Background: an optimization exercise with open tools, aiming at small area. Do not read the settings as production practice.
The RTL was checked by simulation tests, not by an equivalence proof against the original design.

==> design.v <==
module rgb_led_array_pwm #(
  parameter int P_LED_NUM = 4,
  parameter int P_DUTY_W  = 8,
  parameter int P_CE_DIV  = 4,
  parameter int P_CE_W    = 2,
  parameter int P_SPD_W   = 10,
  parameter int P_PHASE   = 192
) (
  input  logic                 I_CLK_100MHZ,
  input  logic                 I_RST,
  input  logic [1:0]           I_MODE,
  input  logic [P_SPD_W-1:0]   I_SPEED,
  input  logic [P_DUTY_W-1:0]  I_BRIGHTNESS,
  input  logic                 I_INVERTED,
  input  logic [P_DUTY_W-1:0]  I_FIX_R,
  input  logic [P_DUTY_W-1:0]  I_FIX_G,
  input  logic [P_DUTY_W-1:0]  I_FIX_B,
  output logic [P_LED_NUM-1:0] O_LED_R,
  output logic [P_LED_NUM-1:0] O_LED_G,
  output logic [P_LED_NUM-1:0] O_LED_B,
  output logic                 O_FRAME,
  output logic [3:0]           O_STATUS
);
  function automatic logic gtc(input logic a, input logic b, input logic g);
    gtc = (a & ~b) | ((a | ~b) & g);
  endfunction
  function automatic logic gt8(input logic [7:0] a, input logic [7:0] b);
    gt8 = 1'b0;
    for (int i = 0; i < 8; i++) gt8 = gtc(a[i], b[i], gt8);
  endfunction
  function automatic logic gt6(input logic [5:0] a, input logic [5:0] b);
    gt6 = 1'b0;
    for (int i = 0; i < 6; i++) gt6 = gtc(a[i], b[i], gt6);
  endfunction
  logic [1:0]  ce_cnt_r;
  logic [7:0]  pwm1_r;       
  logic [7:0]  pwm1_nxt_s;
  logic        frame_r;
  logic        ce_s, ce0_s, pre_s, frame_s, pwm_last_s;
  assign ce_s       = (ce_cnt_r == 2'd3);
  assign ce0_s      = (ce_cnt_r == 2'd0);
  assign pwm_last_s = &pwm1_r;
  assign frame_s    = ce_s && pwm_last_s;
  assign pre_s      = (ce_cnt_r == 2'd2) && pwm_last_s;
  always_comb begin
    logic c;
    c = ce_s;
    for (int i = 0; i < 8; i++) begin
      pwm1_nxt_s[i] = pwm1_r[i] ^ c;
      c = pwm1_r[i] & c;
    end
    if (frame_s) pwm1_nxt_s = 8'd1;
  end
  always_ff @(posedge I_CLK_100MHZ or posedge I_RST) begin
    if (I_RST) ce_cnt_r <= 2'd0;
    else       ce_cnt_r <= {ce_cnt_r[1] ^ ce_cnt_r[0], ~ce_cnt_r[0]};
  end
  always_ff @(posedge I_CLK_100MHZ or posedge I_RST) begin
    if (I_RST) pwm1_r <= 8'd1;
    else       pwm1_r <= pwm1_nxt_s;
  end
  always_ff @(posedge I_CLK_100MHZ or posedge I_RST) begin
    if (I_RST) frame_r <= 1'b0;
    else       frame_r <= frame_s;
  end
  logic [9:0]  step_cnt_r;
  logic [9:0]  step_inc_s;
  logic        step_cy_s, step_ge_s;
  logic        spd_nz_s, step_s;
  logic [9:0]  hue_r;
  logic [1:0]  mode_r;
  logic        mode_enter_s;
  logic step_en_s;
  assign step_en_s = ce_s && spd_nz_s;
  always_comb begin
    logic c, ge;
    c = step_en_s;
    for (int i = 0; i < 10; i++) begin
      step_inc_s[i] = step_cnt_r[i] ^ c;
      c = step_cnt_r[i] & c;
    end
    step_cy_s = c;
    ge = 1'b1;
    for (int i = 0; i < 10; i++) ge = gtc(step_inc_s[i], I_SPEED[i], ge);
    step_ge_s = step_cy_s | ge;
  end
  assign spd_nz_s     = (I_SPEED != 10'd0);
  assign step_s       = step_en_s && step_ge_s;
  assign mode_enter_s = frame_s && (I_MODE != mode_r) && I_MODE[1];
  always_ff @(posedge I_CLK_100MHZ or posedge I_RST) begin
    if (I_RST) step_cnt_r <= 10'd0;
    else       step_cnt_r <= step_s ? 10'd0 : step_inc_s;
  end
  logic [9:0] hue_nxt_s;
  always_comb begin
    logic t, wrap;
    t = step_s;
    wrap = 1'b0;
    for (int i = 0; i < 10; i++) begin
      if (i == 8) wrap = t && !hue_r[8] && (hue_r[9] ^ I_INVERTED);
      hue_nxt_s[i] = hue_r[i] ^ t;
      t = t & (hue_r[i] ^ I_INVERTED);
    end
    hue_nxt_s[9] = hue_nxt_s[9] && !(wrap && !I_INVERTED);
    hue_nxt_s[8] = hue_nxt_s[8] && !wrap;
  end
  always_ff @(posedge I_CLK_100MHZ or posedge I_RST) begin
    if (I_RST) hue_r <= 10'd0;
    else       hue_r <= hue_nxt_s;
  end
  always_ff @(posedge I_CLK_100MHZ or posedge I_RST) begin
    if (I_RST)        mode_r <= 2'd0;
    else if (frame_s) mode_r <= I_MODE;
  end
  logic blink_r;
  always_ff @(posedge I_CLK_100MHZ or posedge I_RST) begin
    if (I_RST)             blink_r <= 1'b0;
    else if (mode_enter_s) blink_r <= 1'b0;
    else if (step_s)       blink_r <= ~blink_r;
  end
  logic [7:0] level_r;
  logic [7:0] level_nxt_s;
  logic       dir_down_r;
  logic       lvl_step_r, lvl_clr_r;
  always_ff @(posedge I_CLK_100MHZ or posedge I_RST) begin
    if (I_RST) begin
      lvl_step_r <= 1'b0;
      lvl_clr_r  <= 1'b0;
    end else begin
      lvl_step_r <= step_s;
      lvl_clr_r  <= mode_enter_s;
    end
  end
  logic       lvl_turn_s;
  always_comb begin
    logic t;
    t = lvl_step_r;
    for (int i = 0; i < 8; i++) begin
      level_nxt_s[i] = level_r[i] ^ t;
      t = t & (level_r[i] ^ dir_down_r);
    end
    lvl_turn_s = t;
    if (lvl_turn_s) level_nxt_s = {level_r[7:1], ~level_r[0]};
  end
  always_ff @(posedge I_CLK_100MHZ or posedge I_RST) begin
    if (I_RST) begin
      level_r    <= 8'd0;
      dir_down_r <= 1'b0;
    end else if (lvl_clr_r) begin
      level_r    <= 8'd0;
      dir_down_r <= 1'b0;
    end else begin
      level_r    <= level_nxt_s;
      dir_down_r <= dir_down_r ^ lvl_turn_s;
    end
  end
  logic [7:0]  col_r_r, col_g_r, col_b_r;
  logic        wheel_r, breath_r;
  logic [7:0]  nkb_r;        
  logic [7:0]  ndvs_s;       
  logic [7:0]  kb_in_s;
  logic [7:0]  mul_in_s;
  logic [7:0]  mul_s;
  assign kb_in_s  = ((mode_r == 2'd3) && !blink_r) ? 8'd0 : I_BRIGHTNESS;
  assign mul_in_s = pre_s ? I_FIX_R : (frame_s ? col_g_r : col_b_r);
  always_comb begin
    logic [16:0] sv, cv, cn;
    logic [15:0] pp;
    logic        c;
    sv = {9'd0, mul_in_s};
    cv = 17'd0;
    for (int j = 0; j < 8; j++) begin
      pp = level_r[j] ? (16'(mul_in_s) << j) : 16'd0;
      cn = 17'd0;
      for (int k = 0; k < 16; k++) begin
        cn[k+1] = (sv[k] & cv[k]) | (sv[k] & pp[k]) | (cv[k] & pp[k]);
        sv[k]   = sv[k] ^ cv[k] ^ pp[k];
      end
      cv = cn;
    end
    c = 1'b0;
    for (int k = 0; k < 16; k++) begin
      if (k >= 8) mul_s[k-8] = sv[k] ^ cv[k] ^ c;
      c = (sv[k] & cv[k]) | (sv[k] & c) | (cv[k] & c);
    end
  end
  always_ff @(posedge I_CLK_100MHZ) begin
    if (pre_s) begin
      wheel_r  <= (mode_r == 2'd0);
      breath_r <= (mode_r == 2'd2);
      col_r_r  <= (mode_r == 2'd0) ? hue_r[7:0] :
                  (mode_r == 2'd2) ? mul_s : I_FIX_R;
      col_g_r  <= (mode_r == 2'd0) ? {hue_r[9:8], ~hue_r[5:0]} : I_FIX_G;
      col_b_r  <= I_FIX_B;
    end else begin
      if (frame_s && breath_r) col_g_r <= mul_s;
      if (frame_r && breath_r) col_b_r <= mul_s;
    end
  end
  always_ff @(posedge I_CLK_100MHZ) begin
    nkb_r <= ndvs_s;
  end
  logic [7:0] nq_r;
  logic [7:0] rem_r;
  logic [7:0] rin_s;
  logic [3:0] tq_s, tr_s;   
  logic [7:0] r1_s, r2_s;
  logic       b1_s, b2_s;
  logic       sat_s;
  always_comb begin
    case (kb_in_s)
      8'd0:  begin tq_s = 4'd15; tr_s = 4'd0; end
      8'd1:  begin tq_s = 4'd7;  tr_s = 4'd1; end
      8'd2:  begin tq_s = 4'd5;  tr_s = 4'd0; end
      8'd3:  begin tq_s = 4'd3;  tr_s = 4'd3; end
      8'd4:  begin tq_s = 4'd3;  tr_s = 4'd0; end
      8'd5:  begin tq_s = 4'd2;  tr_s = 4'd3; end
      8'd6:  begin tq_s = 4'd2;  tr_s = 4'd1; end
      8'd7:  begin tq_s = 4'd1;  tr_s = 4'd7; end
      8'd8:  begin tq_s = 4'd1;  tr_s = 4'd6; end
      8'd9:  begin tq_s = 4'd1;  tr_s = 4'd5; end
      8'd10: begin tq_s = 4'd1;  tr_s = 4'd4; end
      8'd11: begin tq_s = 4'd1;  tr_s = 4'd3; end
      8'd12: begin tq_s = 4'd1;  tr_s = 4'd2; end
      8'd13: begin tq_s = 4'd1;  tr_s = 4'd1; end
      8'd14: begin tq_s = 4'd1;  tr_s = 4'd0; end
      default: begin tq_s = 4'd0; tr_s = 4'd15; end
    endcase
  end
  assign sat_s = ~|nq_r;
  assign ndvs_s = pre_s ? ~kb_in_s : nkb_r;
  assign rin_s = pre_s ? {4'd0, tr_s} :
                 ce0_s ? (sat_s ? ~nkb_r : pwm1_r) :
                 rem_r;
  function automatic logic [8:0] dstep(input logic [7:0] r, input logic [7:0] ndv);
    logic [8:0] t, nd, s;
    logic       c;
    t  = {r, 1'b1};
    nd = {1'b1, ndv};
    c  = 1'b0;
    for (int i = 0; i < 9; i++) begin
      s[i] = t[i] ^ nd[i] ^ c;
      c    = (t[i] & nd[i]) | (t[i] & c) | (nd[i] & c);
    end
    dstep = c ? {1'b1, s[7:0]} : {1'b0, t[7:0]};
  endfunction
  assign {b1_s, r1_s} = dstep(rin_s, ndvs_s);
  assign {b2_s, r2_s} = dstep(r1_s, ndvs_s);
  always_ff @(posedge I_CLK_100MHZ) begin
    rem_r <= r2_s;
  end
  always_ff @(posedge I_CLK_100MHZ) begin
    if (pre_s) nq_r <= ~{nq_r[5:4], tq_s, b1_s, b2_s};
    else       nq_r <= {nq_r[5:0], ~b1_s, ~b2_s};
  end
  logic valid_r;
  always_ff @(posedge I_CLK_100MHZ or posedge I_RST) begin
    if (I_RST)        valid_r <= 1'b0;
    else if (frame_s) valid_r <= 1'b1;
  end
  logic [7:0] cb_s;
  logic       on_r_s, on_g_s, on_b_s;
  logic [9:0] hue_p_s;
  logic       lo_up_s, lo_dn_s;
  logic [P_LED_NUM-1:0] wr_s, wg_s, wb_s;
  logic [P_LED_NUM-1:0] led_r_r, led_g_r, led_b_r;
  assign cb_s    = (frame_r && breath_r) ? mul_s : col_b_r;
  assign lo_up_s = gt6(col_r_r[5:0], ~nq_r[5:0]);
  assign lo_dn_s = gt6(col_g_r[5:0], ~nq_r[5:0]);
  assign on_r_s  = gtc(col_r_r[7], ~nq_r[7], gtc(col_r_r[6], ~nq_r[6], lo_up_s));
  assign on_g_s  = gtc(col_g_r[7], ~nq_r[7], gtc(col_g_r[6], ~nq_r[6], lo_dn_s));
  assign on_b_s  = gt8(cb_s, ~nq_r);
  assign hue_p_s = {col_g_r[7:6], col_r_r};
  logic [11:0] z_s, z1_s, y_s;
  for (genvar ga = 0; ga < 4; ga++) begin : g_a
    localparam logic [1:0] NA = 2'(3 - ga);
    localparam logic [1:0] PA = 2'(ga);
    assign z_s[ga]     = gtc(NA[1], ~nq_r[7], gtc(NA[0], ~nq_r[6], lo_dn_s));
    assign z_s[ga + 4] = 1'b0;
    assign z_s[ga + 8] = gtc(PA[1], ~nq_r[7], gtc(PA[0], ~nq_r[6], lo_up_s));
  end
  always_comb begin
    case (hue_p_s[7:6])
      2'd0: z1_s = z_s;
      2'd1: z1_s = {z_s[0], z_s[11:1]};
      2'd2: z1_s = {z_s[1:0], z_s[11:2]};
      default: z1_s = {z_s[2:0], z_s[11:3]};
    endcase
    case (hue_p_s[9:8])
      2'd0: y_s = z1_s;
      2'd1: y_s = {z1_s[3:0], z1_s[11:4]};
      default: y_s = {z1_s[7:0], z1_s[11:8]};
    endcase
  end
  for (genvar gi = 0; gi < P_LED_NUM; gi++) begin : g_led
    assign wr_s[gi] = y_s[(3 * gi) % 12];
    assign wg_s[gi] = y_s[(3 * gi + 8) % 12];
    assign wb_s[gi] = y_s[(3 * gi + 4) % 12];
    always_ff @(posedge I_CLK_100MHZ or posedge I_RST) begin
      if (I_RST) begin
        led_r_r[gi] <= 1'b0;
        led_g_r[gi] <= 1'b0;
        led_b_r[gi] <= 1'b0;
      end else if (ce0_s && valid_r) begin
        led_r_r[gi] <= wheel_r ? wr_s[gi] : on_r_s;
        led_g_r[gi] <= wheel_r ? wg_s[gi] : on_g_s;
        led_b_r[gi] <= wheel_r ? wb_s[gi] : on_b_s;
      end
    end
  end
  assign O_LED_R  = led_r_r;
  assign O_LED_G  = led_g_r;
  assign O_LED_B  = led_b_r;
  assign O_FRAME  = frame_r;
  assign O_STATUS = {mode_r, I_INVERTED, I_RST};
endmodule
==> flow/run.sh <==
#!/bin/bash
# The standard layout (standard.sh) with these changes:
#  - synthesis maps the logic with the area-oriented ABC script in
#    flow/abc_area.script (a copy of ORFS's scripts folder with that one file
#    replaced; everything before and after ABC, registers included, is the
#    standard synthesis), and buffers pass-through wires with buf_1
#  - ports are buffered with the plain sky130_fd_sc_hd__buf_1 cell
#  - clock tree synthesis with clkbuf_8 buffers and no dummy loads
set -euo pipefail
rm -rf scripts_local
cp -r "$FLOW_HOME/scripts" scripts_local
cp flow/abc_area.script scripts_local/abc_area.script
SCRIPTS_DIR="$PWD/scripts_local" ABC_AREA=1 MIN_BUF_CELL_AND_PORTS="sky130_fd_sc_hd__buf_1 A X" \
  bash standard.sh synth > synth_run.log 2>&1
rm -rf scripts_local
export BUFFER_PORTS_ARGS="-buffer_cell sky130_fd_sc_hd__buf_1"
export CTS_ARGS="-sink_clustering_enable -repair_clock_nets -dont_use_dummy_load -buf_list {sky130_fd_sc_hd__clkbuf_4 sky130_fd_sc_hd__clkbuf_8} -root_buf sky130_fd_sc_hd__clkbuf_8"
bash standard.sh > layout_run.log 2>&1
==> flow/abc_area.script <==
strash
&get -n
&deepsyn -T 20 -S 7
&put
dch -f
amap -F 3 -A 8
topo
==> standard.sh <==
#!/bin/bash
# synth_recipe.tcl (not shown) runs the flow's synth.tcl, then flattens the netlist and writes it again
# the make line also repeats each setting of config.mk as NAME=value (left out here)
make -C /OpenROAD-flow-scripts/flow DESIGN_CONFIG=/design/flow/config.mk WORK_HOME=/design/flow/orfs CLKGATE_MAP_FILE= SYNTH_SCRIPT=/design/flow/synth_recipe.tcl "${@:-finish}"
==> config.mk <==
export PLATFORM = sky130hd
export DESIGN_NAME = rgb_led_array_pwm
export DESIGN_NICKNAME = rgb_led_array_pwm
export VERILOG_FILES = /design/flow/design.v
export SDC_FILE = /design/flow/constraint.sdc
export NUM_CORES = 4
export LEC_CHECK = 0
export ABC_AREA = 1
export CAP_MARGIN = 20
export CORE_MARGIN = 2
export CORE_UTILIZATION = 45
export PLACE_DENSITY = 0.6
export SLEW_MARGIN = 20
==> constraint.sdc <==
create_clock -name core_clock -period 13.0 [get_ports {I_CLK_100MHZ}]
set_input_delay 2.6000 -clock core_clock [delete_from_list [all_inputs] [get_ports {I_CLK_100MHZ}]]
set_output_delay 2.6000 -clock core_clock [all_outputs]
set_load 0.01 [all_outputs]
==> flow_summary.json <==
{
  "outcome": "finished clean",
  "area_growth_pct": 9.10,
  "tightest_slew_ps": 1020,
  "finalSetupViolCount": 0,
  "ff_latch_area_sq_um": 2630,
  "dr_total_vias": 6324,
  "critPathBufInv": 7,
  "largestRegisters": "hue_r (10), step_cnt_r (10)",
  "cts_tree": "yes",
  "synth_cells": 799,
  "criticalPathCategory": "in2reg",
  "slew_viol_final": 0,
  "yosysWarnings": 1,
  "utilization_pct": 50.0,
  "die_h_um": 131,
  "postCtsSetupRepairBufs": 0,
  "tns_ps": 0,
  "clockRootBuffer": "clkbuf_8",
  "power_density_nw_per_um2": 72.5,
  "path_clk_slew_ps": 90,
  "num-nets-final": 1012,
  "power.leakage_uw": 0.00287,
  "rows": 46,
  "hold_class": "reg2reg",
  "insertion_delay_ps": 380,
  "grt_max_degree": 59,
  "io_buffer_count": 63,
  "antenna_cells": 0,
  "die_w_um": 131,
  "hold_buffers": 0,
  "htreeDepth": 3,
  "min_period_over_period_pct": 85.8,
  "power.total_uw": 574,
  "critical-path-top-delay-family": "adder cells",
  "numCtsBuffers": 9,
  "synth_area_leader_cell": "dfrtp_1",
  "synth_common_cells": "clkinv_1 (130), nor2_1 (107), nand2_1 (92)",
  "synth-seq-cells": 108,
  "cpMaxStageDelayCell": "a221oi_1",
  "synth_area_sq_um": 7260,
  "yosysSeqAreaShare_pct": 36.3,
  "cts_max_path_buffers": 2,
  "skew_ps": 19.1,
  "arrival_ps": 11430,
  "start_kind": "input port",
  "critPathMaxStageDelay_ps": 810,
  "ir_worst_vdd_uv": 60.4,
  "overflow": 0,
  "fmax_ghz": 0.0896,
  "synthTopCellsByArea": "dfrtp_1 (20%), fa_1 (15%), dfxtp_1 (8.8%)",
  "yosysUniqueCellTypes": 43,
  "period_minus_slack_ps": 11160,
  "initial_utilization_pct": 45.8,
  "synth_edf_count": 18,
  "relSlewSlack_pct": 32.3,
  "dr.pass1.iters": 10,
  "cts.sinks": 108,
  "antenna_found_initial": 0,
  "top_level_ports": 64,
  "final_layout_size_suffix_gt1_share_pct": 1.94,
  "layout_setup_ws_ps": 1840,
  "dieArea_sq_um": 17200,
  "critPathRequiredTime_ps": 13270,
  "grt_usage_pct": 23.6,
  "drt_iter0_drc": 638,
  "grt_pass1_vias": 6390,
  "cp_common_cell": "fa_1",
  "synth_ff_type": "dfrtp_1",
  "cts_resized": 0,
  "async_reset_ff_share_pct": 53.7,
  "drtAntennaViolNets": 0,
  "wirelength_mm": 18.7,
  "cap_violations": 0,
  "nFillCells": 1534,
  "hold_viol_final": 0,
  "path_max_fanout": 10,
  "place_congestion": 0.927,
  "drc_errors": 0,
  "grt_pass1_wl_mm": 31.5,
  "synth_fp_nets": 934,
  "fp.coreArea_sq_um": 15800,
  "end_kind": "flop",
  "rsz0062_at_grt": "no",
  "dp_hpwl_mm": 14.8,
  "syn_avg_cell_area_sq_um": 9.08,
  "multi_input_area_sq_um": 4120,
  "yosysMostFrequentCell": "clkinv_1",
  "synth_top_area_share_pct": 19.7,
  "dp_slack_ps": 1470,
  "via_per_inst": 5.80,
  "wl_per_cell_um": 17.1
}
[area by class of cell]
cell class / instances / area share (%)
multi-input cells: 559 / 52.0
clock buffers: 9 / 1.56
inverters: 130 / 6.16
flip-flops and latches: 108 / 33.3
well taps: 216 / 3.41
repair buffers: 69 / 3.56
[power breakdown]
part / internal [uW] / switching [uW]
combinational: 19.4 / 33.1
clock: 62.6 / 107
sequential: 348 / 3.74
total: 430 / 144
[stage by stage]
step	area, sq um	instances	hold WS [ps]
finish	7920	1091	491
detailed placement	7790	1082	466
global placement	7790	1082	465
global route	7920	1091	493
CTS	7920	1091	488
floorplan	7260	799	444
[path summary, 6_finish.rpt]
path                                       to  slack (ps)       startpoint  cells past startpoint
worst max-delay path                 rem_r[1]        1840  I_BRIGHTNESS[0]                     32
worst min-delay path                  valid_r         490          valid_r                      1
worst max register to register       rem_r[1]        2650        mode_r[0]                     32
worst min register to register        valid_r         490          valid_r                      1
max in group asynchronous          level_r[2]       10050            I_RST                      3
min in group asynchronous       step_cnt_r[0]        2420            I_RST                      3
[logic make-up after synthesis]
logic type / synth area share, %
simple gates: 13.8
compound gates: 22.1
fa+ha+maj: 20.8
flops: 36.3
xor+xnor: 0.121
buf+inv: 6.93
[metal layers]
layer	vias up	GRT usage [%]	wire length [um]
li1	3000	-	-
met5	-	0	0
met3	38	3.50	1180
met2	235	38.6	8910
met4	0	9.01	471
met1	3051	31.9	8130
[layout by cell type (no fill, tap or decap), types with 9 or more instances in the layout]
| master | n |
|---|---|
| fa_1 | 54 |
| nand2_1 | 92 |
| a222oi_1 | 17 |
| nor2b_1 | 11 |
| o21ai_0 | 55 |
| dfrtp_1 | 57 |
| nor2_1 | 107 |
| nor3_1 | 14 |
| ha_1 | 34 |
| a22oi_1 | 16 |
| o221ai_1 | 20 |
| edfxtp_1 | 18 |
| o22ai_1 | 30 |
| o22a_1 | 11 |
| clkinv_1 | 129 |
| a221oi_1 | 13 |
| buf_1 | 63 |
| a21oi_1 | 24 |
| clkbuf_8 | 9 |
| dfxtp_1 | 32 |

==> afterwards: timing with drivers on the ports <==
The flow's constraints put no driver on any port. The routed layout listed below was extracted and timed again, unchanged, in two steps. Step 1 sets driving cells, clkbuf_16 on the clock port and buf_2 on the other inputs (assumed; they add their load-dependent delay and slew). Step 2 also shifts input and output timing later by t, the mid clock arrival at the registers, as if the neighbouring blocks saw the same clock. Slacks: ideal ports / drivers / drivers and shift; pairs: ideal ports / drivers.
t (ns): 0.409
slack for setup (ns): 1.843 / 1.857 / 1.447
hold WS [ns]: 0.491 / 0.491 / 0.491
clock arrival spread, ns: 0.019 / 0.019
worst slew at a driven data input, ns: 0.04
After both steps this run still meets setup and hold. For this run, drivers alone change the setup slack by +0.014 ns; drivers and shift together by -0.396 ns.
